From an optimization exercise on the open Yosys and OpenROAD flow, aimed at small area; shortcuts taken in it are not production practice.
Only simulation tests tie the RTL to the original design; equivalence was not proved.
Power and IR drop assume default switching activity.

==> flow/design.v (outline; a module is shown in full before it is edited, if it fits) <==
// module fp_fa: 11 lines
// module fp_xor: 8 lines
// module fp_or: 8 lines
// module fp_ha: 10 lines
// module isqrt32: 219 lines
// module feature_pipeline: 1030 lines
module feature_pipeline
(
    input  logic        clk,
    input  logic        reset_n,
    input  logic        start,
    input  logic [15:0] accel_x,
    input  logic [15:0] accel_y,
    input  logic [15:0] accel_z,
    output logic [15:0] feature_mean,
    output logic [15:0] feature_std,
    output logic        feature_valid
);
  // ...
==> flow/run.sh <==
#!/bin/bash
# synth_recipe.tcl (not shown) runs the flow's synth.tcl, then flattens the netlist and writes it again
# the make line also repeats each setting of config.mk as NAME=value (left out here)
make -C /OpenROAD-flow-scripts/flow DESIGN_CONFIG=/design/flow/config.mk WORK_HOME=/design/flow/orfs CLKGATE_MAP_FILE= SYNTH_SCRIPT=/design/flow/synth_recipe.tcl finish
==> flow/config.mk <==
export PLATFORM = sky130hd
export DESIGN_NAME = feature_pipeline
export DESIGN_NICKNAME = feature_pipeline
export VERILOG_FILES = /design/flow/design.v
export SDC_FILE = /design/flow/constraint.sdc
export NUM_CORES = 4
export LEC_CHECK = 0
export CAP_MARGIN = 20
export CORE_MARGIN = 2
export CORE_UTILIZATION = 40
export CTS_BUF_LIST = sky130_fd_sc_hd__clkbuf_8
export SLEW_MARGIN = 20
export SYNTH_HIERARCHICAL = 1
==> flow/constraint.sdc <==
create_clock -name core_clock -period 10.0 [get_ports {clk}]
set_input_delay 2.0000 -clock core_clock [delete_from_list [all_inputs] [get_ports {clk}]]
set_output_delay 2.0000 -clock core_clock [all_outputs]
set_load 0.01 [all_outputs]
==> run_results.csv, run 1 <==
group,metric,value,unit
run_status,outcome,"complete, no violations",
pwr,power.switching,1.10,mW
worst_hold_path,hold_path_end,"u_back.m_q[8]",
setup_path,cpPeakStageDelay,0.62,ns
die,die_height,177,um
cts,ctsHoldBuffers,0,
layout,final_cell_mix,"fa_1 (215), nand2_1 (181), dfxtp_1 (151)",
pwr,seqPwrFrac,36.2,%
layout,seq_area_share,26.2,%
pwr,p_per_area,197,nW/um^2
placed_design,placed_cells,1485,
setup_path,crit_slowest_cell,"or4_1",
global_route,grt_use_total,16.8,%
pwr,p_sw_share,40.8,%
pwr,clkPwrFrac,18.5,%
global_route,grt_pass1_vias,8019,
job,max-cap-violations,0,
layout,largest_register_ffs,37,
sta,maxSlewViolCount,0,
logic_synthesis,yosys_warnings,10,
die,core-area,29600,um^2
logic_synthesis,yosysMostFrequentCell,"fa_1",
cts,htreeDepth,4,
die,io_pins,84,
routing,routed.top_layer,"met4",
logic_synthesis,ys_seq_area_share,29.7,%
sta,fmax,0.105,GHz
layout,fillCellCount,2751,
logic_synthesis,synth_xor_area_share,5.12,%
logic_synthesis,synthCells,1060,
setup_path,cp.arrival,9.82,ns
routing,drc_errors,0,
pwr,power.group.top,"combinational cells",
pwr,seq_power,972,uW
placed_design,dpl.hpwl,19000,um
logic_synthesis,synth_area,12000,um^2
routing,wl_per_cell,16.0,um
sta,finalSetupViolations,0,
cts,clock_latency,0.47,ns
layout,multiInputGateArea,7950,um^2
layout,final_nets,1433,
routing,drt-met1-wl,11300,um
cts,cts_tree,"yes",
sta,rsz0062_at_grt,"false",
routing,firstDrtPassIters,4,
==> run 2, diff against run 1 <==
==> flow/flow/run.sh (new file) <==
#!/bin/bash
set -euo pipefail
export BUFFER_PORTS_ARGS="-buffer_cell sky130_fd_sc_hd__buf_1"
export CTS_ARGS="-sink_clustering_enable -repair_clock_nets -dont_use_dummy_load -buf_list sky130_fd_sc_hd__clkbuf_8"
bash standard.sh > flow_make.log 2>&1
==> flow/standard.sh (new file) <==
#!/bin/bash
# synth_recipe.tcl (not shown) runs the flow's synth.tcl, then flattens the netlist and writes it again
# the make line also repeats each setting of config.mk as NAME=value (left out here)
make -C /OpenROAD-flow-scripts/flow DESIGN_CONFIG=/design/flow/config.mk WORK_HOME=/design/flow/orfs CLKGATE_MAP_FILE= SYNTH_SCRIPT=/design/flow/synth_recipe.tcl "${@:-finish}"
--- a/flow/config.mk
+++ b/flow/config.mk
@@ -11,2 +11,3 @@
 export CTS_BUF_LIST = sky130_fd_sc_hd__clkbuf_8
+export GPL_TIMING_DRIVEN = 0
 export SLEW_MARGIN = 20
removed: flow/run.sh
==> run_results.csv, run 2 <==
group,metric,value,unit
logic_synthesis,synthCells,1060,
global_route,grt_max_degree,20,
logic_synthesis,synth-edff-count,16,
layout,final_cell_mix,"fa_1 (214), nand2_1 (181), dfxtp_1 (147)",
logic_synthesis,synthTopCellsByCount,"fa_1 (215), nand2_1 (181), dfxtp_1 (154), o21ai_0 (70), xor2_1 (68)",
sta,period_share,96.6,%
global_route,grt_pass1_wl,40900,um
sta,worstMarginPinSlew,0.725,ns
layout,drive_above_1_share,5.30,%
setup_path,reg2reg_to,"sq_q[36]",
routing,viasPerCell,4.78,
global_route,grt_pass1_vias,8220,
setup_path,crit_slowest_cell,"dfxtp_1",
sta,post-route-min-period,9.66,ns
global_route,antenna_found_initial,0,
sta,hold_slack,0.431,ns
setup_path,critPathMaxFanout,10,
pwr,peakVddDrop,0.0865,mV
logic_synthesis,ys_seq_area_share,29.7,%
setup_path,crit_type,"reg -> reg",
setup_path,end_kind,"flop",
layout,antenna_cells,0,
die,io_pins,84,
logic_synthesis,synth_seq_cells,170,
logic_synthesis,syn_area_per_cell,11.3,um^2
logic_synthesis,synth_top_flop_cell,"dfxtp_1",
placed_design,dp_slack,-0.191,ns
cts,cts_tree,"yes",
pwr,intPower,1.53,mW
sta,finalClockSkew,0.0478,ns
die,die_area,31400,um^2
cts,postCtsSetupRepairBufs,0,
global_route,met2_usage,28.3,%
logic_synthesis,ys_types,38,
setup_path,worstSetupStartpointType,"flop",
logic_synthesis,yosysMostFrequentCell,"fa_1",
die,die_w,177,um
setup_path,reg2regPathDepth,25,
layout,final_nets,1473,
routing,firstDrtPassIters,5,
cts,clockRootBuffer,"clkbuf_8",
cts,clock_path_buffers,2,
die,core-area,29600,um^2
setup_path,rr_startpoint,"mag_q[14]",
sta,maxSlewViolCount,0,
routing,vias,7370,
pwr,power.switching,1.00,mW
cts,path_clk_slew,0.11,ns
layout,fillCellCount,2846,
pwr,seqPwrFrac,38.8,%
sta,relSlewSlack,51.6,%
die,initial_core_util,40.5,%
placed_design,globalplace.congestion,0.843,
global_route,grt_use_total,16.7,%
cts,numCtsBuffers,17,
global_route,gr-total-overflow,0,
pwr,power,2.53,mW
pwr,cellLeakagePower,4.69,nW
sta,fin_ws,0.337,ns
logic_synthesis,synth_async_sr_flop_share,0,%
pwr,clkPwrFrac,14.5,%
routing,drt-initial-drc-count,357,
setup_path,crit_top_cell,"fa_1",
layout,largestRegisters,"sq_q (37), u_back.z_q (32), sum_q (21)",
run_status,outcome,"complete, no violations",
setup_path,crit_start,"mag_q[14]",
placed_design,port_buffers,83,
layout,largest_register_ffs,37,
worst_hold_path,min_path_type,"reg -> reg",
logic_synthesis,synth.area.top_cells,"fa_1 (36%), dfxtp_1 (26%), nand2_1 (5.7%)",
sta,rsz0062_at_grt,"false",
pwr,p_comb_share,46.7,%
setup_path,r2r_slack,0.34,ns
job,max-cap-violations,0,
placed_design,dpl.hpwl,19900,um
routing,postRouteAntennaNets,0,
routing,drc_errors,0,
pwr,p_sw_share,39.6,%
sta,hold_viol,0,
pwr,p_per_area,194,nW/um^2
setup_path,crit_path_end,"sq_q[36]",
routing,wl_per_cell,15.6,um
global_route,grt.met1_usage,22.5,%
setup_path,cp.arrival,9.96,ns
logic_synthesis,synth_area,12000,um^2
setup_path,cpPeakStageDelay,0.54,ns
cts,clock_latency,0.46,ns
die,die_height,177,um
logic_synthesis,synth_top_cell_by_area,"fa_1",
layout,multiInputGateArea,7970,um^2
sta,fmax,0.103,GHz
logic_synthesis,yosys_warnings,10,
global_route,busiest_layer,"met2",
routing,wl,24100,um
global_route,grt_use_met3,2.45,%
sta,setup_tns,0,ns
logic_synthesis,synth_top_cell_area_share,35.9,%
setup_path,worstPathRequired,10.30,ns
layout,top_register,"sq_q",
layout,utilization,44.1,%
cts,htreeDepth,4,
cts,clock_sinks,170,
layout,layout_commonest_cell,"fa_1",
die,std_cell_rows,63,
layout,syn_to_final_growth,8.82,%
sta,finalSetupViolations,0,
layout,seq_area,3570,um^2
[run 2: cell types whose count changed in the layout (fill, tap and decap cells not counted), sizes merged]
cell           before  now
clkdlybuf4s50      83    0
buf                26   98
clkbuf             17   68
inv                49   41
clkinv              7    0
[run 2: kinds of logic after synthesis]
| kind of cell | share of synthesized area (%) |
|---|---|
| DFF | 29.7 |
| buffers and inverters | 3.96 |
| and+or+nand+nor | 9.91 |
| adders and majority gates | 41.4 |
| other | 0.0940 |
| muxes | 4.79 |
| xor gates and xnor gates | 5.12 |
| AOI/OAI and AO/OA | 4.95 |
[run 2: critical path: cells and delay by family (launching register included)]
family                     cells  cell delay, ns
xor gates and xnor gates       1            0.15
adders and majority gates     18            7.38
buffers and inverters          1            0.32
DFF                            1            0.54
and+or+nand+nor                5            1.10
[run 2: power by group through the flow]
stage	clock, mW	combinational (mW)	sequential (mW)
2_1_floorplan	0	0.932	0.934
3_3_place_gp	0	1.19	0.968
3_5_place_dp	0	1.22	0.969
4_1_cts	0.382	1.23	0.958
5_1_grt	0.408	1.39	1.00
6_report	0.366	1.18	0.981
[run 2: modules after synthesis (local to each module, per instance)]
module / flip-flops and latches / copies in the design
fp_ha: 0 / 48
fp_xor: 0 / 22
isqrt32: 88 / 1
fp_or: 0 / 21
feature_pipeline: 82 / 1
fp_fa: 0 / 215
[run 2: per-layer routing]
metal	vias up	wire length, um
li1	3511	-
met1	3695	10900
met2	144	11900
met3	20	811
met4	0	425
met5	-	0
[run 2: area by class of cell]
cell class | instances | share of cell area [%]
buffer | 66 | 2.41
clock buffer | 17 | 1.79
inverter | 41 | 1.18
multi-input combinational | 775 | 61.1
sequential | 170 | 27.4
tap | 390 | 3.74
timing repair buffer | 83 | 2.39
[run 2: how the worst min path moves through the flow]
stage	startpoint	endpoint	slack, ns	depth (start not counted)
final	sum_q[8]	u_back.m_q[3]	0.43	0
after global routing	sum_q[8]	u_back.m_q[3]	0.43	0
after CTS	sum_q[8]	u_back.m_q[3]	0.42	0
after detailed placement	sum_q[19]	u_back.m_q[14]	0.42	0
after global placement	sum_q[19]	u_back.m_q[14]	0.41	0
after floorplan	sum_q[15]	u_back.m_q[10]	0.41	0
[run 2: through the flow]
stage	std cells	instance area [um^2]
CTS	1551	13000
global route	1542	13000
floorplan	1062	12000
detailed placement	1535	12800
finish	1542	13000
global placement	1535	12800
[run 2: repair_timing]
action                                  4_1_cts  5_1_grt
endpoints found under the setup margin        2        2
pin swaps                                     0        1
resized for setup                            12       31
hold buffers                                  0        0
==> run 3, diff against run 2 <==
--- a/flow/flow/run.sh
+++ b/flow/flow/run.sh
@@ -1,2 +1,8 @@
 #!/bin/bash
+# The standard ORFS layout (standard.sh) with these changes:
+#    adders written out in the RTL reach extract_fa as written (the final ABC mapping
+#    after flip-flop mapping still runs); flip-flops are mapped exactly as in the
+#    standard synthesis;
+#  - every input and output port is still buffered, with the smallest buffer;
+#  - clock tree synthesis without dummy clock loads.
 set -euo pipefail
==> run_results.csv, run 3 <==
group,metric,value,unit
global_route,grt_pass1_vias,8220,
pwr,peakVddDrop,0.0865,mV
die,die_w,177,um
sta,post-route-min-period,9.66,ns
setup_path,end_kind,"flop",
die,die_area,31400,um^2
setup_path,crit_type,"reg -> reg",
logic_synthesis,synth.area.top_cells,"fa_1 (36%), dfxtp_1 (26%), nand2_1 (5.7%)",
routing,drc_errors,0,
global_route,grt_use_total,16.7,%
cts,postCtsSetupRepairBufs,0,
die,std_cell_rows,63,
sta,hold_slack,0.431,ns
sta,fmax,0.103,GHz
logic_synthesis,ys_types,38,
routing,firstDrtPassIters,5,
placed_design,port_buffers,83,
layout,multiInputGateArea,7970,um^2
logic_synthesis,synth_seq_cells,170,
sta,finalSetupViolations,0,
setup_path,cp_top_family,"adder cells",
sta,rsz0062_at_grt,"false",
layout,final_cell_mix,"fa_1 (214), nand2_1 (181), dfxtp_1 (147)",
layout,final_nets,1473,
layout,largestRegisters,"sq_q (37), u_back.z_q (32), sum_q (21)",
routing,vias,7370,
cts,clock_path_buffers,2,
setup_path,cp_num_buf_inv,1,
logic_synthesis,synth_top_cell_area_share,35.9,%
routing,drt-initial-drc-count,357,
setup_path,cpPeakStageDelay,0.54,ns
die,die_height,177,um
routing,viasPerCell,4.78,
layout,syn_to_final_growth,8.82,%
sta,relSlewSlack,51.6,%
setup_path,crit_slowest_cell,"dfxtp_1",
setup_path,worstPathRequired,10.30,ns
cts,cts_tree,"yes",
cts,htreeDepth,4,
die,core-area,29600,um^2
layout,largest_register_ffs,37,
logic_synthesis,yosysMostFrequentCell,"fa_1",
global_route,gr-total-overflow,0,
cts,clockRootBuffer,"clkbuf_8",
layout,drive_above_1_share,5.30,%
logic_synthesis,synth_top_flop_cell,"dfxtp_1",
worst_hold_path,min_path_type,"reg -> reg",
logic_synthesis,yosys_warnings,10,
global_route,grt_pass1_wl,40900,um
cts,numCtsBuffers,17,
die,io_pins,84,
layout,top_register,"sq_q",
routing,postRouteAntennaNets,0,
layout,antenna_cells,0,
pwr,cellLeakagePower,4.69,nW
global_route,antenna_found_initial,0,
placed_design,dpl.hpwl,19900,um
sta,worstMarginPinSlew,0.725,ns
setup_path,r2r_slack,0.34,ns
global_route,grt_max_degree,20,
sta,maxSlewViolCount,0,
logic_synthesis,synth_top_cell_by_area,"fa_1",
sta,setup_tns,0,ns
logic_synthesis,ys_seq_area_share,29.7,%
layout,layout_commonest_cell,"fa_1",
routing,wl_per_cell,15.6,um
logic_synthesis,syn_area_per_cell,11.3,um^2
logic_synthesis,synthCells,1060,
layout,fillCellCount,2846,
sta,hold_viol,0,
cts,clock_sinks,170,
setup_path,critPathMaxFanout,10,
die,initial_core_util,40.5,%
setup_path,worstSetupStartpointType,"flop",
run_status,outcome,"complete, no violations",
routing,wl,24100,um
logic_synthesis,synth_area,12000,um^2
setup_path,cp.arrival,9.96,ns
sta,finalClockSkew,0.0478,ns
cts,path_clk_slew,0.11,ns
logic_synthesis,synthTopCellsByCount,"fa_1 (215), nand2_1 (181), dfxtp_1 (154), o21ai_0 (70), xor2_1 (68)",
cts,clock_latency,0.46,ns
sta,period_share,96.6,%
placed_design,globalplace.congestion,0.843,
layout,seq_area,3570,um^2
pwr,p_per_area,194,nW/um^2
logic_synthesis,synth_async_sr_flop_share,0,%
setup_path,crit_top_cell,"fa_1",
logic_synthesis,synth-edff-count,16,
job,max-cap-violations,0,
[run 3: cell counts in the layout (fill, tap and decap cells not counted)]
Identical to the previous run, type by type.
[run 3: final timing paths]
check                                from            end  cells after the start
worst min-delay path             sum_q[8]  u_back.m_q[3]                      0
worst max-delay path            mag_q[14]       sq_q[36]                     25
worst min register to register   sum_q[8]  u_back.m_q[3]                      0
worst max register to register  mag_q[14]       sq_q[36]                     25
[run 3: logic make-up (layout without fill, tap and decap cells)]
logic type,count (synthesis),after routing,synth area share [%]
and+or+nand+nor,277,277,9.91
buffers and inverters,117,207,3.96
AOI/OAI and AO/OA,104,104,4.95
DFF,170,170,29.7
xor gates and xnor gates,70,70,5.12
adders and majority gates,268,268,41.4
other,3,5,0.0940
muxes,51,51,4.79
[run 3: per-stage QoR]
stage | std cells | setup WS, ns | cell area [um^2] | power [mW] | utilization [%]
2_1_floorplan | 1062 | 0.731 | 12000 | 1.87 | -
3_3_place_gp | 1535 | -0.0918 | 12800 | 2.16 | 43.3
3_5_place_dp | 1535 | -0.191 | 12800 | 2.19 | 43.3
4_1_cts | 1551 | 0.0103 | 13000 | 2.57 | 44.1
5_1_grt | 1542 | 0.0204 | 13000 | 2.80 | 44.1
6_report | 1542 | 0.337 | 13000 | 2.53 | 44.1
[run 3: what timing repair did]
action,in CTS,in global routing
resized for setup,12,31
pin swaps,0,1
setup endpoints to repair,2,2
hold buffers,0,0
[run 3: layout make-up]
class	count	share of cell area (%)
multi-input cells	775	61.1
flip-flops and latches	170	27.4
well taps	390	3.74
plain buffers	66	2.41
repair buffers	83	2.39
clock buffers	17	1.79
inverters	41	1.18
[run 3: worst reg2reg max path: stages, from the launching register on]
cell and delay [ns]:
dfxtp_1 0.54, clkbuf_4 0.32, nand2_1 0.11, fa_1 0.46
fa_1 0.44, fa_1 0.42, fa_1 0.48, fa_1 0.40
fa_1 0.39, fa_1 0.39, fa_1 0.39, fa_1 0.39
fa_1 0.40, fa_1 0.40, fa_1 0.42, fa_1 0.40
fa_1 0.43, fa_1 0.40, fa_1 0.40, fa_1 0.40
fa_2 0.39, or2_1 0.26, or2_1 0.25, or2_1 0.25
or2_1 0.24, xor2_1 0.15
[run 3: metal layers]
metal | part of all wire (%) | GRT usage [%] | vias to the layer above
li1 | - | - | 3511
met4 | 1.8 | 4.55 | 0
met2 | 50 | 28.3 | 144
met3 | 3.4 | 2.45 | 20
met1 | 45 | 22.5 | 3695
met5 | 0 | 0 | -
[run 3: Yosys stat by module (local to each module, per instance)]
module	times used	cells inside
isqrt32	1	308
fp_fa	215	1
fp_ha	48	1
feature_pipeline	1	446
fp_xor	22	1
fp_or	21	1
[run 3: report_power, final]
group | leakage [nW] | internal (mW) | total, mW | switching [mW]
sequential | 1.41 | 0.854 | 0.981 | 0.127
clock | 0.122 | 0.151 | 0.366 | 0.215
combinational | 3.16 | 0.521 | 1.18 | 0.659
total | 4.69 | 1.53 | 2.53 | 1.00
==> module isqrt32, before the edit <==
module isqrt32
(
    input  logic        clk,
    input  logic        reset_n,
    input  logic        load,
    input  logic [31:0] ex2,
    input  logic [15:0] mean,
    output logic        valid,
    output logic [15:0] root,
    output logic [15:0] mean_o
);
    logic [4:0]  pcnt_q, pcnt_d;    
    logic [31:0] z_q, z_d;
    logic [15:0] m_q;
    logic        b_q;               
    logic        p_q;
    logic [15:0] nrem_q, nrem_d;    
    logic [15:0] root_q, root_d;
    logic        valid_q;
    logic        phase_a, last_a;
    logic [16:0] nbm;
    logic [16:0] win;
    logic        win_c;
    logic [17:0] nrem_shift, trial, ndiff;
    logic        diff_c;
    logic        ge, ge0;
    logic [3:0]  nxt;
    assign phase_a = ~pcnt_q[4];
    assign last_a  = (pcnt_q == 5'd15);
    assign nbm     = {~p_q, ~(m_q & {16{b_q}})};
    assign nrem_shift = {nrem_q, ~z_q[13:12]};
    assign trial     = {root_q, 2'b01};
    assign ge        = ~diff_c;
    assign ge0       = win[16] | win[15];
    assign nxt       = pcnt_q[3:0] + 4'd1;
    logic wa_0;
    logic wa_1;
    logic wa_2;
    logic wa_3;
    logic wa_4;
    logic wa_5;
    logic wa_6;
    logic wa_7;
    logic wa_8;
    logic wa_9;
    logic wa_10;
    logic wa_11;
    logic wa_12;
    logic wa_13;
    logic wa_14;
    logic wa_15;
    logic wa_16;
    logic wa_17;
    logic wa_18;
    logic wa_19;
    logic wa_20;
    logic wa_21;
    logic wa_22;
    logic wa_23;
    logic wa_24;
    logic wa_25;
    logic wa_26;
    logic wa_27;
    logic wa_28;
    logic wa_29;
    logic wa_30;
    logic wa_31;
    logic wa_32;
    logic wa_33;
    assign wa_0 = z_q[0] ^ nbm[0] ^ 1'b1;
    assign wa_1 = (z_q[0] & nbm[0]) | (z_q[0] & 1'b1) | (nbm[0] & 1'b1);
    fp_fa u_wa_2 (.a(z_q[1]), .b(nbm[1]), .c(wa_1), .s(wa_2), .co(wa_3));
    fp_fa u_wa_4 (.a(z_q[2]), .b(nbm[2]), .c(wa_3), .s(wa_4), .co(wa_5));
    fp_fa u_wa_6 (.a(z_q[3]), .b(nbm[3]), .c(wa_5), .s(wa_6), .co(wa_7));
    fp_fa u_wa_8 (.a(z_q[4]), .b(nbm[4]), .c(wa_7), .s(wa_8), .co(wa_9));
    fp_fa u_wa_10 (.a(z_q[5]), .b(nbm[5]), .c(wa_9), .s(wa_10), .co(wa_11));
    fp_fa u_wa_12 (.a(z_q[6]), .b(nbm[6]), .c(wa_11), .s(wa_12), .co(wa_13));
    fp_fa u_wa_14 (.a(z_q[7]), .b(nbm[7]), .c(wa_13), .s(wa_14), .co(wa_15));
    fp_fa u_wa_16 (.a(z_q[8]), .b(nbm[8]), .c(wa_15), .s(wa_16), .co(wa_17));
    fp_fa u_wa_18 (.a(z_q[9]), .b(nbm[9]), .c(wa_17), .s(wa_18), .co(wa_19));
    fp_fa u_wa_20 (.a(z_q[10]), .b(nbm[10]), .c(wa_19), .s(wa_20), .co(wa_21));
    fp_fa u_wa_22 (.a(z_q[11]), .b(nbm[11]), .c(wa_21), .s(wa_22), .co(wa_23));
    fp_fa u_wa_24 (.a(z_q[12]), .b(nbm[12]), .c(wa_23), .s(wa_24), .co(wa_25));
    fp_fa u_wa_26 (.a(z_q[13]), .b(nbm[13]), .c(wa_25), .s(wa_26), .co(wa_27));
    fp_fa u_wa_28 (.a(z_q[14]), .b(nbm[14]), .c(wa_27), .s(wa_28), .co(wa_29));
    fp_fa u_wa_30 (.a(z_q[15]), .b(nbm[15]), .c(wa_29), .s(wa_30), .co(wa_31));
    fp_fa u_wa_32 (.a(z_q[16]), .b(nbm[16]), .c(wa_31), .s(wa_32), .co(wa_33));
    assign win[0] = wa_0;
    assign win[1] = wa_2;
    assign win[2] = wa_4;
    assign win[3] = wa_6;
    assign win[4] = wa_8;
    assign win[5] = wa_10;
    assign win[6] = wa_12;
    assign win[7] = wa_14;
    assign win[8] = wa_16;
    assign win[9] = wa_18;
    assign win[10] = wa_20;
    assign win[11] = wa_22;
    assign win[12] = wa_24;
    assign win[13] = wa_26;
    assign win[14] = wa_28;
    assign win[15] = wa_30;
    assign win[16] = wa_32;
    assign win_c = wa_33;
    logic rb_0;
    logic rb_1;
    logic rb_2;
    logic rb_3;
    logic rb_4;
    logic rb_5;
    logic rb_6;
    logic rb_7;
    logic rb_8;
    logic rb_9;
    logic rb_10;
    logic rb_11;
    logic rb_12;
    logic rb_13;
    logic rb_14;
    logic rb_15;
    logic rb_16;
    logic rb_17;
    logic rb_18;
    logic rb_19;
    logic rb_20;
    logic rb_21;
    logic rb_22;
    logic rb_23;
    logic rb_24;
    logic rb_25;
    logic rb_26;
    logic rb_27;
    logic rb_28;
    logic rb_29;
    logic rb_30;
    logic rb_31;
    logic rb_32;
    logic rb_33;
    logic rb_34;
    logic rb_35;
    fp_ha u_rb_0 (.a(nrem_shift[0]), .b(trial[0]), .s(rb_0), .co(rb_1));
    fp_fa u_rb_2 (.a(nrem_shift[1]), .b(trial[1]), .c(rb_1), .s(rb_2), .co(rb_3));
    fp_fa u_rb_4 (.a(nrem_shift[2]), .b(trial[2]), .c(rb_3), .s(rb_4), .co(rb_5));
    fp_fa u_rb_6 (.a(nrem_shift[3]), .b(trial[3]), .c(rb_5), .s(rb_6), .co(rb_7));
    fp_fa u_rb_8 (.a(nrem_shift[4]), .b(trial[4]), .c(rb_7), .s(rb_8), .co(rb_9));
    fp_fa u_rb_10 (.a(nrem_shift[5]), .b(trial[5]), .c(rb_9), .s(rb_10), .co(rb_11));
    fp_fa u_rb_12 (.a(nrem_shift[6]), .b(trial[6]), .c(rb_11), .s(rb_12), .co(rb_13));
    fp_fa u_rb_14 (.a(nrem_shift[7]), .b(trial[7]), .c(rb_13), .s(rb_14), .co(rb_15));
    fp_fa u_rb_16 (.a(nrem_shift[8]), .b(trial[8]), .c(rb_15), .s(rb_16), .co(rb_17));
    fp_fa u_rb_18 (.a(nrem_shift[9]), .b(trial[9]), .c(rb_17), .s(rb_18), .co(rb_19));
    fp_fa u_rb_20 (.a(nrem_shift[10]), .b(trial[10]), .c(rb_19), .s(rb_20), .co(rb_21));
    fp_fa u_rb_22 (.a(nrem_shift[11]), .b(trial[11]), .c(rb_21), .s(rb_22), .co(rb_23));
    fp_fa u_rb_24 (.a(nrem_shift[12]), .b(trial[12]), .c(rb_23), .s(rb_24), .co(rb_25));
    fp_fa u_rb_26 (.a(nrem_shift[13]), .b(trial[13]), .c(rb_25), .s(rb_26), .co(rb_27));
    fp_fa u_rb_28 (.a(nrem_shift[14]), .b(trial[14]), .c(rb_27), .s(rb_28), .co(rb_29));
    fp_fa u_rb_30 (.a(nrem_shift[15]), .b(trial[15]), .c(rb_29), .s(rb_30), .co(rb_31));
    fp_fa u_rb_32 (.a(nrem_shift[16]), .b(trial[16]), .c(rb_31), .s(rb_32), .co(rb_33));
    fp_fa u_rb_34 (.a(nrem_shift[17]), .b(trial[17]), .c(rb_33), .s(rb_34), .co(rb_35));
    assign ndiff[0] = rb_0;
    assign ndiff[1] = rb_2;
    assign ndiff[2] = rb_4;
    assign ndiff[3] = rb_6;
    assign ndiff[4] = rb_8;
    assign ndiff[5] = rb_10;
    assign ndiff[6] = rb_12;
    assign ndiff[7] = rb_14;
    assign ndiff[8] = rb_16;
    assign ndiff[9] = rb_18;
    assign ndiff[10] = rb_20;
    assign ndiff[11] = rb_22;
    assign ndiff[12] = rb_24;
    assign ndiff[13] = rb_26;
    assign ndiff[14] = rb_28;
    assign ndiff[15] = rb_30;
    assign ndiff[16] = rb_32;
    assign ndiff[17] = rb_34;
    assign diff_c = rb_35;
    always_comb begin
        if (load) begin
            z_d = ex2;
        end else if (phase_a) begin
            z_d = {win[0], z_q[31:17], win[16:1]};
        end else begin
            z_d = {z_q[29:16], 2'b00, z_q[13:0], z_q[31:30]};
        end
        if (phase_a) begin
            nrem_d = ~{14'd0, win[16] & win[15], win[16] & ~win[15]};
            root_d = {15'd0, ge0};
        end else begin
            nrem_d = ge ? ndiff[15:0] : nrem_shift[15:0];
            root_d = {root_q[14:0], ge};
        end
        if (load)
            pcnt_d = 5'd0;
        else if (pcnt_q == 5'd31)
            pcnt_d = 5'd31;
        else
            pcnt_d = pcnt_q + 5'd1;
    end
    always_ff @(posedge clk) begin
        if (reset_n) begin
            pcnt_q  <= 5'd31;
            valid_q <= 1'b0;
        end else begin
            pcnt_q  <= pcnt_d;
            valid_q <= (pcnt_q == 5'd30);
        end
        if (load) m_q <= mean;
        b_q    <= load ? mean[0] : m_q[nxt];
        p_q    <= phase_a & ~load & ~win_c;
        z_q    <= z_d;
        nrem_q <= nrem_d;
        root_q <= root_d;
    end
    assign valid  = valid_q;
    assign root   = root_q;
    assign mean_o = m_q;
endmodule
==> run 4, diff against run 3 <==
--- a/flow/design.v
+++ b/flow/design.v
@@ -39,2 +39,14 @@
 endmodule
+module fp_mux3
+(
+    input  logic a,
+    input  logic sa,
+    input  logic b,
+    input  logic sb,
+    input  logic c,
+    input  logic sc,
+    output logic y
+);
+    assign y = (a & sa) | (b & sb) | (c & sc);
+endmodule
 module fp_ha
@@ -227,10 +239,13 @@
     assign diff_c = rb_35;
+    logic        sel_l, sel_a, sel_b;
+    logic [31:0] za, zb;
+    assign sel_l = load;
+    assign sel_a = ~load & phase_a;
+    assign sel_b = ~load & ~phase_a;
+    assign za    = {win[0], z_q[31:17], win[16:1]};
+    assign zb    = {z_q[29:16], 2'b00, z_q[13:0], z_q[31:30]};
+    for (genvar k = 0; k < 32; k++) begin : g_zmux
+        fp_mux3 u_zmux (.a(ex2[k]), .sa(sel_l), .b(za[k]), .sb(sel_a), .c(zb[k]), .sc(sel_b), .y(z_d[k]));
+    end
     always_comb begin
-        if (load) begin
-            z_d = ex2;
-        end else if (phase_a) begin
-            z_d = {win[0], z_q[31:17], win[16:1]};
-        end else begin
-            z_d = {z_q[29:16], 2'b00, z_q[13:0], z_q[31:30]};
-        end
         if (phase_a) begin
==> flow/flow/run.sh (replaced) <==
#!/bin/bash
set -euo pipefail
export BUFFER_PORTS_ARGS="-buffer_cell sky130_fd_sc_hd__buf_1"
export CTS_ARGS="-sink_clustering_enable -repair_clock_nets -dont_use_dummy_load -buf_list sky130_fd_sc_hd__clkbuf_8"
bash standard.sh > flow_make.log 2>&1
==> run_results.csv, run 4 <==
group,metric,value,unit
global_route,grt_use_total,17.1,%
layout,multiInputGateArea,7730,um^2
placed_design,dp_slack,-0.138,ns
logic_synthesis,synth_xor_area_share,5.19,%
cts,htreeDepth,4,
logic_synthesis,synth_top_flop_cell,"dfxtp_1",
global_route,antenna_found_initial,0,
job,max-cap-violations,0,
setup_path,crit_type,"reg -> reg",
die,std_cell_rows,62,
pwr,peakVddDrop,0.0834,mV
global_route,grt_use_met3,2.64,%
sta,finalClockSkew,0.0310,ns
worst_hold_path,min_path_type,"reg -> reg",
global_route,gr-total-overflow,0,
logic_synthesis,synth-adder-area-share,42.1,%
setup_path,end_kind,"flop",
setup_path,worstSetupStartpointType,"flop",
layout,antenna_cells,0,
logic_synthesis,synth_top_cell_by_area,"fa_1",
cts,clock_latency,0.46,ns
sta,worstMarginPinSlew,0.795,ns
logic_synthesis,ys_types,37,
layout,fillCellCount,2754,
logic_synthesis,synth_top_cell_area_share,36.4,%
die,die_area,30900,um^2
setup_path,r2r_slack,0.27,ns
logic_synthesis,yosys_warnings,10,
routing,drt-initial-drc-count,505,
setup_path,reg2reg_to,"sq_q[36]",
routing,firstDrtPassIters,8,
layout,final_nets,1438,
layout,syn_to_final_growth,9.07,%
pwr,p_per_area,208,nW/um^2
layout,final_cell_mix,"fa_1 (215), nand2_1 (152), dfxtp_1 (144)",
logic_synthesis,yosysMostFrequentCell,"fa_1",
setup_path,rr_startpoint,"mag_q[0]",
logic_synthesis,ys_seq_area_share,30.2,%
cts,ctsHoldBuffers,0,
routing,postRouteAntennaNets,0,
logic_synthesis,synth-simple-area-share,9.21,%
logic_synthesis,synth_mux_area_share,2.40,%
layout,largestRegisters,"sq_q (37), u_back.z_q (32), sum_q (21)",
sta,maxSlewViolCount,0,
placed_design,dpl.hpwl,19900,um
layout,layout_commonest_cell,"fa_1",
placed_design,port_buffers,83,
global_route,grt_max_degree,39,
layout,top_register,"sq_q",
routing,viasPerCell,4.92,
routing,wl,24500,um
placed_design,globalplace.congestion,0.823,
global_route,busiest_layer,"met2",
sta,fin_ws,0.267,ns
die,die_height,176,um
global_route,grt_pass1_wl,41400,um
routing,wl_per_cell,16.3,um
layout,drive_above_1_share,5.55,%
sta,hold_viol,0,
pwr,cellLeakagePower,4.55,nW
sta,relSlewSlack,46.9,%
die,initial_core_util,40.9,%
layout,largest_register_ffs,37,
cts,clock_sinks,170,
logic_synthesis,synthCells,1023,
routing,vias,7383,
run_status,outcome,"complete, no violations",
setup_path,crit_start,"mag_q[0]",
routing,drc_errors,0,
global_route,grt_pass1_vias,8021,
sta,post-route-min-period,9.73,ns
logic_synthesis,syn_area_per_cell,11.5,um^2
die,core-area,28900,um^2
setup_path,critPathMaxFanout,10,
cts,numCtsBuffers,17,
pwr,power,2.68,mW
global_route,met2_usage,28.7,%
cts,path_clk_slew,0.08,ns
die,die_w,176,um
cts,clock_path_buffers,2,
setup_path,reg2regPathDepth,26,
logic_synthesis,synth_top_family_by_area,"adder cells",
cts,cts_tree,"yes",
global_route,grt.met1_usage,23.4,%
sta,period_share,97.3,%
setup_path,crit_path_end,"sq_q[36]",
logic_synthesis,synth_compound_area_share,6.23,%
layout,seq_area,3580,um^2
sta,fmax,0.103,GHz
sta,finalSetupViolations,0,
setup_path,worstPathRequired,10.32,ns
cts,clockRootBuffer,"clkbuf_8",
setup_path,cp.arrival,10.06,ns
logic_synthesis,synth_seq_cells,170,
logic_synthesis,synth_area,11800,um^2
cts,postCtsSetupRepairBufs,0,
logic_synthesis,synth_async_sr_flop_share,0,%
sta,rsz0062_at_grt,"false",
logic_synthesis,synthTopCellsByCount,"fa_1 (215), dfxtp_1 (154), nand2_1 (152), inv_1 (72), xor2_1 (68)",
logic_synthesis,synth-edff-count,16,
logic_synthesis,synth.area.top_cells,"fa_1 (36%), dfxtp_1 (26%), ha_1 (5.6%)",
die,io_pins,84,
-- run 4: cell types whose count changed after synthesis, moves of 4 or more --
cell | previous run | this run
mux2i_1 | 45 | 16
inv_1 | 41 | 72
o21ai_0 | 70 | 40
a222oi_1 | 0 | 32
clkbuf_1 | 62 | 55
buf_2 | 10 | 6
nand2_1 | 181 | 152
-- run 4: stage by stage --
step           utilization, %  instance area [um^2]  TNS [ns]  cells  hold slack (ns)
2_1_floorplan               -                 11800         0   1027            0.409
4_1_cts                  44.7                 12900         0   1512            0.436
3_3_place_gp             43.7                 12600    -0.114   1494            0.415
6_report                 44.6                 12900         0   1501            0.436
5_1_grt                  44.6                 12900         0   1501            0.447
3_5_place_dp             43.8                 12700    -0.528   1495            0.420
-- run 4: power by group --
group / total [mW] / internal [mW] / switching (mW)
sequential: 1.02 / 0.878 / 0.147
clock: 0.365 / 0.150 / 0.214
combinational: 1.29 / 0.569 / 0.717
total: 2.68 / 1.60 / 1.08
-- run 4: timing repair --
item	CTS	global route
endpoints found under the hold margin	0	0
setup endpoints to repair	1	2
gates resized for setup	10	22
-- run 4: kinds of logic (layout without fill, tap and decap cells) --
| group | after synthesis | count (layout) |
|---|---|---|
| buf+inv | 137 | 227 |
| other cells | 3 | 7 |
| xor+xnor | 70 | 70 |
| simple gates | 250 | 250 |
| flops | 170 | 170 |
| mux | 22 | 22 |
| compound gates | 103 | 103 |
| fa+ha+maj | 268 | 268 |
-- run 4: critical path, stage by stage, from the launching register on --
cell,delay [ns]
dfxtp_1,0.35
clkbuf_2,0.23
clkbuf_4,0.26
nand2_1,0.09
fa_1,0.51
fa_1,0.46
fa_1,0.39
fa_1,0.47
fa_1,0.39
fa_1,0.40
fa_1,0.39
fa_1,0.38
fa_1,0.40
fa_1,0.41
fa_1,0.40
fa_1,0.40
fa_1,0.39
fa_1,0.42
fa_1,0.39
fa_1,0.41
fa_1,0.42
fa_1,0.46
or2_1,0.29
or2_1,0.25
or2_1,0.26
or2_1,0.24
xor2_1,0.16
-- run 4: layer usage --
layer / vias up / share of wire (%)
met3: 23 / 4.0
li1: 3448 / -
met2: 195 / 49
met4: 0 / 1.3
met5: - / 0
met1: 3717 / 46
-- run 4: final cells by class --
cell class | instances | area share [%]
plain buffers | 54 | 1.99
clock buffers | 17 | 1.82
inverters | 72 | 2.10
multi-input cells | 720 | 60.0
flip-flops and latches | 170 | 27.8
well taps | 384 | 3.73
repair buffers | 84 | 2.57
-- run 4: worst min-delay path by stage --
stage | start | to | slack, ns | depth (start not counted)
6_report | sum_q[11] | u_back.m_q[6] | 0.44 | 0
2_1_floorplan | sum_q[15] | u_back.m_q[10] | 0.41 | 0
3_5_place_dp | sum_q[7] | u_back.m_q[2] | 0.42 | 0
3_3_place_gp | sum_q[6] | u_back.m_q[1] | 0.42 | 0
5_1_grt | sum_q[10] | u_back.m_q[5] | 0.45 | 0
4_1_cts | sum_q[7] | u_back.m_q[2] | 0.44 | 0
-- run 4: per-module statistics from Yosys, one instance, submodules excluded --
module | cell area, um^2 | flops+latches | cells inside | copies in the design
isqrt32 | 2700 | 88 | 207 | 1
fp_or | 6.26 | 0 | 1 | 21
fp_ha | 12.5 | 0 | 1 | 48
fp_xor | 8.76 | 0 | 1 | 22
fp_fa | 20.0 | 0 | 1 | 215
feature_pipeline | 3440 | 82 | 446 | 1
fp_mux3 | 13.8 | 0 | 2 | 32
==> run 5, diff against run 4 <==
==> flow/run.sh (new file) <==
#!/bin/bash
# synth_recipe.tcl (not shown) runs the flow's synth.tcl, then flattens the netlist and writes it again
# the make line also repeats each setting of config.mk as NAME=value (left out here)
make -C /OpenROAD-flow-scripts/flow DESIGN_CONFIG=/design/flow/config.mk WORK_HOME=/design/flow/orfs CLKGATE_MAP_FILE= SYNTH_SCRIPT=/design/flow/synth_recipe.tcl finish
--- a/flow/config.mk
+++ b/flow/config.mk
@@ -11,3 +11,2 @@
 export CTS_BUF_LIST = sky130_fd_sc_hd__clkbuf_8
-export GPL_TIMING_DRIVEN = 0
 export SLEW_MARGIN = 20
removed: flow/flow/run.sh
removed: flow/standard.sh
==> run_results.csv, run 5 <==
group,metric,value,unit
logic_synthesis,synth-edff-count,16,
cts,numCtsBuffers,17,
die,core-area,28900,um^2
logic_synthesis,synth_area,11800,um^2
routing,drc_errors,0,
routing,viasPerCell,4.93,
logic_synthesis,synth_xor_area_share,5.19,%
cts,clock_sinks,170,
pwr,intPower,1.68,mW
die,die_w,176,um
routing,wl,24400,um
logic_synthesis,synth_top_family_by_area,"adder cells",
sta,worstMarginPinSlew,1.05,ns
global_route,gr-total-overflow,0,
sta,hold_viol,0,
global_route,grt_pass1_wl,41000,um
global_route,antenna_found_initial,0,
pwr,p_sw_share,40.8,%
sta,relSlewSlack,30.0,%
layout,final_nets,1413,
cts,path_clk_slew,0.11,ns
die,io_pins,84,
cts,postCtsSetupRepairBufs,0,
pwr,power.switching,1.16,mW
pwr,seqPwrFrac,35.8,%
setup_path,end_kind,"flop",
logic_synthesis,synth_mux_area_share,2.40,%
logic_synthesis,yosys_warnings,10,
placed_design,dpl.hpwl,19100,um
logic_synthesis,synth_async_sr_flop_share,0,%
die,die_area,30900,um^2
logic_synthesis,synth.area.top_cells,"fa_1 (36%), dfxtp_1 (26%), ha_1 (5.6%)",
global_route,grt_pass1_vias,7983,
cts,clock_path_buffers,2,
pwr,cellLeakagePower,4.85,nW
sta,hold_slack,0.441,ns
layout,largest_register_ffs,37,
setup_path,worstPathRequired,10.35,ns
sta,finalClockSkew,0.0227,ns
logic_synthesis,synth-adder-area-share,42.1,%
setup_path,crit_start,"cnt_q[4]",
run_status,outcome,"complete, no violations",
routing,firstDrtPassIters,12,
sta,period_share,95.7,%
layout,top_register,"sq_q",
layout,stdcell_count,1491,
job,max-cap-violations,0,
global_route,grt_use_total,16.9,%
logic_synthesis,synthTopCellsByCount,"fa_1 (215), dfxtp_1 (154), nand2_1 (152), inv_1 (72), xor2_1 (68)",
logic_synthesis,ys_types,37,
pwr,p_per_area,210,nW/um^2
setup_path,critPathMaxFanout,4,
routing,wl_per_cell,16.3,um
setup_path,cp.arrival,9.91,ns
placed_design,globalplace.congestion,0.803,
sta,finalSetupViolations,0,
routing,drt-initial-drc-count,440,
global_route,grt_max_degree,60,
setup_path,crit_type,"reg -> reg",
logic_synthesis,syn_area_per_cell,11.5,um^2
setup_path,r2r_slack,0.43,ns
cts,htreeDepth,4,
logic_synthesis,synth_top_flop_cell,"dfxtp_1",
logic_synthesis,synth_seq_cells,170,
routing,vias,7358,
cts,clock_latency,0.47,ns
sta,fmax,0.105,GHz
logic_synthesis,synth_top_cell_by_area,"fa_1",
setup_path,worstSetupStartpointType,"flop",
layout,final_cell_mix,"fa_1 (215), nand2_1 (152), dfxtp_1 (152)",
logic_synthesis,yosysMostFrequentCell,"fa_1",
routing,postRouteAntennaNets,0,
sta,post-route-min-period,9.57,ns
layout,fillCellCount,2693,
sta,rsz0062_at_grt,"false",
setup_path,rr_startpoint,"cnt_q[4]",
layout,drive_above_1_share,6.50,%
layout,antenna_cells,0,
logic_synthesis,synth-simple-area-share,9.21,%
cts,clockRootBuffer,"clkbuf_8",
layout,largestRegisters,"sq_q (37), u_back.z_q (32), sum_q (21)",
layout,syn_to_final_growth,14.3,%
sta,setup_tns,0,ns
placed_design,placed_cells,1459,
cts,cts_tree,"yes",
placed_design,port_buffers,83,
logic_synthesis,synth_top_cell_area_share,36.4,%
worst_hold_path,hold_start,"sum_q[12]",
die,die_height,176,um
logic_synthesis,synthCells,1023,
worst_hold_path,min_path_type,"reg -> reg",
pwr,peakVddDrop,0.0980,mV
die,std_cell_rows,62,
cts,post_cts_resized,0,
logic_synthesis,ys_seq_area_share,30.2,%
logic_synthesis,synth_compound_area_share,6.23,%
pwr,clkPwrFrac,17.3,%
die,initial_core_util,40.9,%
cts,ctsHoldBuffers,0,
sta,maxSlewViolCount,0,
layout,layout_commonest_cell,"fa_1",
pwr,p_comb_share,47.0,%
-- run 5: layer usage --
metal  track usage, %  part of all wire, %  vias to the layer above
li1                 -                    -                     3420
met1             22.6                   45                     3736
met2             28.9                   50                      187
met3             2.75                  4.3                       15
met4             3.75                 0.98                        0
met5                0                    0                        -
-- run 5: final timing paths --
path	end	cells after the start
setup reg to reg	sq_q[36]	24
hold reg to reg	u_back.m_q[7]	0
hold / removal	u_back.m_q[7]	0
setup / recovery	sq_q[36]	24
-- run 5: cell type report --
type / count / area, um^2 / share of cell area, %
flip-flops and latches: 170 / 3570 / 26.4
clock inverters: 15 / 174 / 1.29
clock buffers: 17 / 234 / 1.73
multi-input cells: 720 / 7720 / 57.2
inverters: 72 / 270 / 2.00
repair buffers: 113 / 1060 / 7.82
well taps: 384 / 480 / 3.56
-- run 5: power by group through the flow --
stage	logic [mW]	registers, mW	clock network (mW)
after CTS	1.36	1.02	0.506
after global routing	1.55	1.04	0.527
after detailed placement	1.36	1.03	0
after global placement	1.32	1.03	0
after floorplan	1.01	0.978	0
final	1.33	1.02	0.490
-- run 5: metrics by stage --
stage          power [mW]  cell area (um^2)  utilization (%)  setup WS (ns)
2_1_floorplan        1.98             11800                -          0.731
3_3_place_gp         2.35             13100             45.4          0.384
3_5_place_dp         2.39             13100             45.4          0.244
4_1_cts              2.88             13500             46.8          0.429
5_1_grt              3.12             13500             46.8          0.112
6_report             2.84             13500             46.8          0.434
-- run 5: logic make-up (layout without fill, tap and decap cells) --
family,after synthesis,after routing
buffers and inverters,137,217
multiplexers,22,22
adder cells (fa/ha/maj),268,268
AND/OR/NAND/NOR,250,250
XOR/XNOR,70,70
other,3,7
AO/OA/AOI/OAI,103,103
flip-flops,170,170
-- run 5: modules after synthesis, one instance, submodules excluded --
module	times used	flops+latches	cell area [um^2]
fp_xor	22	0	8.76
fp_or	21	0	6.26
fp_ha	48	0	12.5
fp_fa	215	0	20.0
feature_pipeline	1	82	3440
fp_mux3	32	0	13.8
isqrt32	1	88	2700
-- run 5: critical path, stage by stage (launching register included) --
cell     delay [ns]
dfxtp_1        0.34
or4_1          0.63
o21ai_0        0.30
fa_1           0.46
fa_1           0.40
fa_1           0.40
fa_1           0.45
fa_1           0.42
fa_1           0.39
fa_1           0.40
fa_1           0.39
fa_1           0.39
fa_1           0.39
fa_1           0.39
fa_1           0.38
fa_1           0.39
fa_1           0.42
fa_1           0.40
fa_1           0.43
fa_1           0.46
or2_1          0.28
or2_1          0.25
or2_1          0.25
or2_1          0.24
xor2_1         0.16
==> run 6, diff against run 5 <==
--- a/flow/design.v
+++ b/flow/design.v
@@ -247,3 +247,7 @@
     for (genvar k = 0; k < 32; k++) begin : g_zmux
-        fp_mux3 u_zmux (.a(ex2[k]), .sa(sel_l), .b(za[k]), .sb(sel_a), .c(zb[k]), .sc(sel_b), .y(z_d[k]));
+        if (k == 16 || k == 17) begin : g_z0
+            assign z_d[k] = (ex2[k] & sel_l) | (za[k] & sel_a);
+        end else begin : g_z
+            fp_mux3 u_zmux (.a(ex2[k]), .sa(sel_l), .b(za[k]), .sb(sel_a), .c(zb[k]), .sc(sel_b), .y(z_d[k]));
+        end
     end
==> flow/flow/run.sh (new file) <==
#!/bin/bash
set -euo pipefail
export BUFFER_PORTS_ARGS="-buffer_cell sky130_fd_sc_hd__buf_1"
export REMOVE_ABC_BUFFERS=1
export CTS_ARGS="-sink_clustering_enable -repair_clock_nets -dont_use_dummy_load -buf_list sky130_fd_sc_hd__clkbuf_8"
bash standard.sh > flow_make.log 2>&1
==> flow/standard.sh (new file) <==
#!/bin/bash
# synth_recipe.tcl (not shown) runs the flow's synth.tcl, then flattens the netlist and writes it again
# the make line also repeats each setting of config.mk as NAME=value (left out here)
make -C /OpenROAD-flow-scripts/flow DESIGN_CONFIG=/design/flow/config.mk WORK_HOME=/design/flow/orfs CLKGATE_MAP_FILE= SYNTH_SCRIPT=/design/flow/synth_recipe.tcl "${@:-finish}"
--- a/flow/config.mk
+++ b/flow/config.mk
@@ -11,2 +11,3 @@
 export CTS_BUF_LIST = sky130_fd_sc_hd__clkbuf_8
+export GPL_TIMING_DRIVEN = 0
 export SLEW_MARGIN = 20
removed: flow/run.sh
==> run_results.csv, run 6 <==
group,metric,value,unit
layout,stdcell_area,12600,um^2
cts,postCtsSetupRepairBufs,0,
setup_path,crit_type,"reg -> reg",
job,max-cap-violations,0,
logic_synthesis,yosys_warnings,10,
routing,wl_per_cell,15.5,um
routing,viasPerCell,4.94,
layout,antenna_cells,0,
logic_synthesis,ys_seq_area_share,30.2,%
sta,hold_viol,0,
global_route,grt_use_total,15.9,%
pwr,p_per_area,196,nW/um^2
die,initial_core_util,40.9,%
layout,top_register,"sq_q",
routing,vias,7131,
die,core-area,28900,um^2
layout,stdcell_count,1444,
pwr,cellLeakagePower,4.54,nW
pwr,peakVddDrop,0.0948,mV
logic_synthesis,synth.area.top_cells,"fa_1 (36%), dfxtp_1 (26%), ha_1 (5.6%)",
placed_design,placedInstanceArea,12400,um^2
logic_synthesis,synth_async_sr_flop_share,0,%
routing,drt-initial-drc-count,438,
logic_synthesis,synthCells,1021,
cts,path_clk_slew,0.08,ns
layout,utilization,43.8,%
layout,fillCellCount,2791,
sta,finalSetupViolations,0,
sta,hold_slack,0.433,ns
die,std_cell_rows,62,
layout,largest_register_ffs,37,
placed_design,dpl.hpwl,16500,um
global_route,antenna_found_initial,1,
worst_hold_path,min_path_type,"reg -> reg",
logic_synthesis,yosysMostFrequentCell,"fa_1",
placed_design,globalplace.congestion,0.779,
sta,post-route-min-period,9.67,ns
layout,largestRegisters,"sq_q (37), u_back.z_q (32), sum_q (21)",
setup_path,cp.arrival,9.99,ns
global_route,grt_pass1_wl,39000,um
cts,cts_tree,"yes",
cts,clock_sinks,170,
die,io_pins,84,
sta,period_share,96.7,%
global_route,grt_max_degree,60,
sta,setup_tns,0,ns
sta,relSlewSlack,31.0,%
sta,worstMarginPinSlew,1.03,ns
setup_path,worstPathRequired,10.32,ns
logic_synthesis,synthTopCellsByCount,"fa_1 (215), dfxtp_1 (154), nand2_1 (152), inv_1 (70), xor2_1 (68)",
logic_synthesis,synth-edff-count,16,
setup_path,end_kind,"flop",
logic_synthesis,synth_seq_cells,170,
logic_synthesis,synth_area,11800,um^2
run_status,outcome,"complete, no violations",
cts,clock_path_buffers,2,
routing,postRouteAntennaNets,0,
layout,syn_to_final_growth,7.09,%
cts,numCtsBuffers,17,
die,die_height,176,um
placed_design,port_buffers,83,
layout,drive_above_1_share,3.96,%
sta,fmax,0.103,GHz
logic_synthesis,syn_area_per_cell,11.6,um^2
placed_design,placed_cells,1427,
routing,drc_errors,0,
placed_design,dp_slack,-0.0943,ns
die,die_w,176,um
sta,finalClockSkew,0.0322,ns
sta,maxSlewViolCount,0,
setup_path,worstSetupStartpointType,"flop",
layout,final_cell_mix,"fa_1 (215), nand2_1 (152), dfxtp_1 (145)",
layout,final_nets,1381,
layout,layout_commonest_cell,"fa_1",
logic_synthesis,synth_top_cell_area_share,36.5,%
logic_synthesis,ys_types,38,
global_route,grt_pass1_vias,7982,
setup_path,critPathMaxFanout,17,
global_route,gr-total-overflow,0,
cts,clock_latency,0.46,ns
sta,rsz0062_at_grt,"false",
routing,firstDrtPassIters,8,
die,die_area,30900,um^2
cts,htreeDepth,4,
cts,clockRootBuffer,"clkbuf_8",
logic_synthesis,synth_top_cell_by_area,"fa_1",
routing,wl,22400,um
pwr,power,2.48,mW
logic_synthesis,synth_top_flop_cell,"dfxtp_1",
sta,fin_ws,0.335,ns
## run 6: changes by cell type in the layout (fill, tap and decap cells not counted), sizes merged, moves of 3 or more
cell / delta
clkdlybuf4s50: -83
buf: +52
inv: -11
clkinv: -6
clkbuf: +3
## run 6: repair_timing
item                                    CTS  global route
gates resized for setup                   1             7
endpoints found under the setup margin    1             1
pin swaps                                 0             0
hold buffers                              0             0
cloned                                    0             0
## run 6: Yosys stat by module (local to each module, per instance)
module / flops+latches / times used / cells inside / cell area, um^2
feature_pipeline: 82 / 1 / 446 / 3440
fp_fa: 0 / 215 / 1 / 20.0
fp_ha: 0 / 48 / 1 / 12.5
fp_mux3: 0 / 30 / 2 / 13.8
fp_or: 0 / 21 / 1 / 6.26
fp_xor: 0 / 22 / 1 / 8.76
isqrt32: 88 / 1 / 209 / 2710
## run 6: power by group
| group | leakage, nW | total [mW] | switching (mW) | internal [mW] |
|---|---|---|---|---|
| logic | 3.02 | 1.05 | 0.551 | 0.496 |
| clock network | 0.122 | 0.368 | 0.217 | 0.150 |
| registers | 1.41 | 1.06 | 0.211 | 0.852 |
| total | 4.54 | 2.48 | 0.979 | 1.50 |
## run 6: logic make-up (layout without fill, tap and decap cells)
group                      count (synthesis)  in the layout  synth area share, %
buffers and inverters                    135            172                 4.55
and+or+nand+nor                          250            250                 9.22
AOI/OAI and AO/OA                        103            103                 6.22
DFF                                      170            170                 30.2
adders and majority gates                268            268                 42.1
muxes                                     22             22                 2.38
other                                      3              5               0.0955
xor gates and xnor gates                  70             70                 5.20
## run 6: final cells by class
cell class	count	area (um^2)	area share, %
clock buffer	17	234	1.85
inverter	70	263	2.08
multi-input combinational	718	7720	61.1
sequential	170	3580	28.3
tap	384	480	3.80
timing repair buffer	85	355	2.81
## run 6: layer usage
metal  vias to the layer above  GRT usage [%]  share of wire (%)
li1                       3326              -                  -
met4                         0           3.27               0.89
met1                      3681           20.3                 44
met3                        14           2.97                3.1
met2                       110           28.1                 52
met5                         -              0                  0
## run 6: worst max-delay path: stages (launching register included)
cell,delay (ns)
dfxtp_1,0.86
nand2_1,0.17
fa_1,0.52
fa_1,0.40
fa_1,0.40
fa_1,0.46
fa_1,0.39
fa_1,0.39
fa_1,0.38
fa_1,0.39
fa_1,0.38
fa_1,0.39
fa_1,0.40
fa_1,0.39
fa_1,0.39
fa_1,0.39
fa_1,0.40
fa_1,0.40
fa_1,0.41
fa_1,0.43
or2_1,0.27
or2_1,0.26
or2_1,0.26
or2_1,0.24
xor2_1,0.16
## run 6: final timing paths
check | from | endpoint | slack [ns] | cells past startpoint
setup reg to reg | mag_q[9] | sq_q[36] | 0.33 | 24
hold reg to reg | sum_q[11] | u_back.m_q[6] | 0.43 | 0
setup / recovery | mag_q[9] | sq_q[36] | 0.33 | 24
hold / removal | sum_q[11] | u_back.m_q[6] | 0.43 | 0

[what the ideal ports hide]
The results above use ideal ports. As a check the final layouts listed here were re-extracted and re-timed, cells and wires unchanged. Step 1 sets driving cells, clkbuf_16 on the clock port and buf_2 on the other inputs (assumed; they add their load-dependent delay and slew). Step 2 also shifts input and output timing later by t, the mid clock arrival at the registers, as if the neighbouring blocks saw the same clock. Three values: ideal, step 1, step 2; two values: the first two.
run | shift t [ns] | slack for setup (ns) | worst setup path at the end
run 1 | 0.494 | 0.521 / 0.521 / 0.277 | input to register
run 2 | 0.470 | 0.337 / 0.337 / 0.054 | input to register
run 3 | 0.470 | 0.337 / 0.337 / 0.054 | input to register
run 4 | 0.488 | 0.267 / 0.267 / 0.007 | input to register
run 5 | 0.504 | 0.434 / 0.434 / 0.260 | input to register
run 6 | 0.484 | 0.335 / 0.335 / 0.335 | register to register
After both steps setup and hold are still met in every run listed.
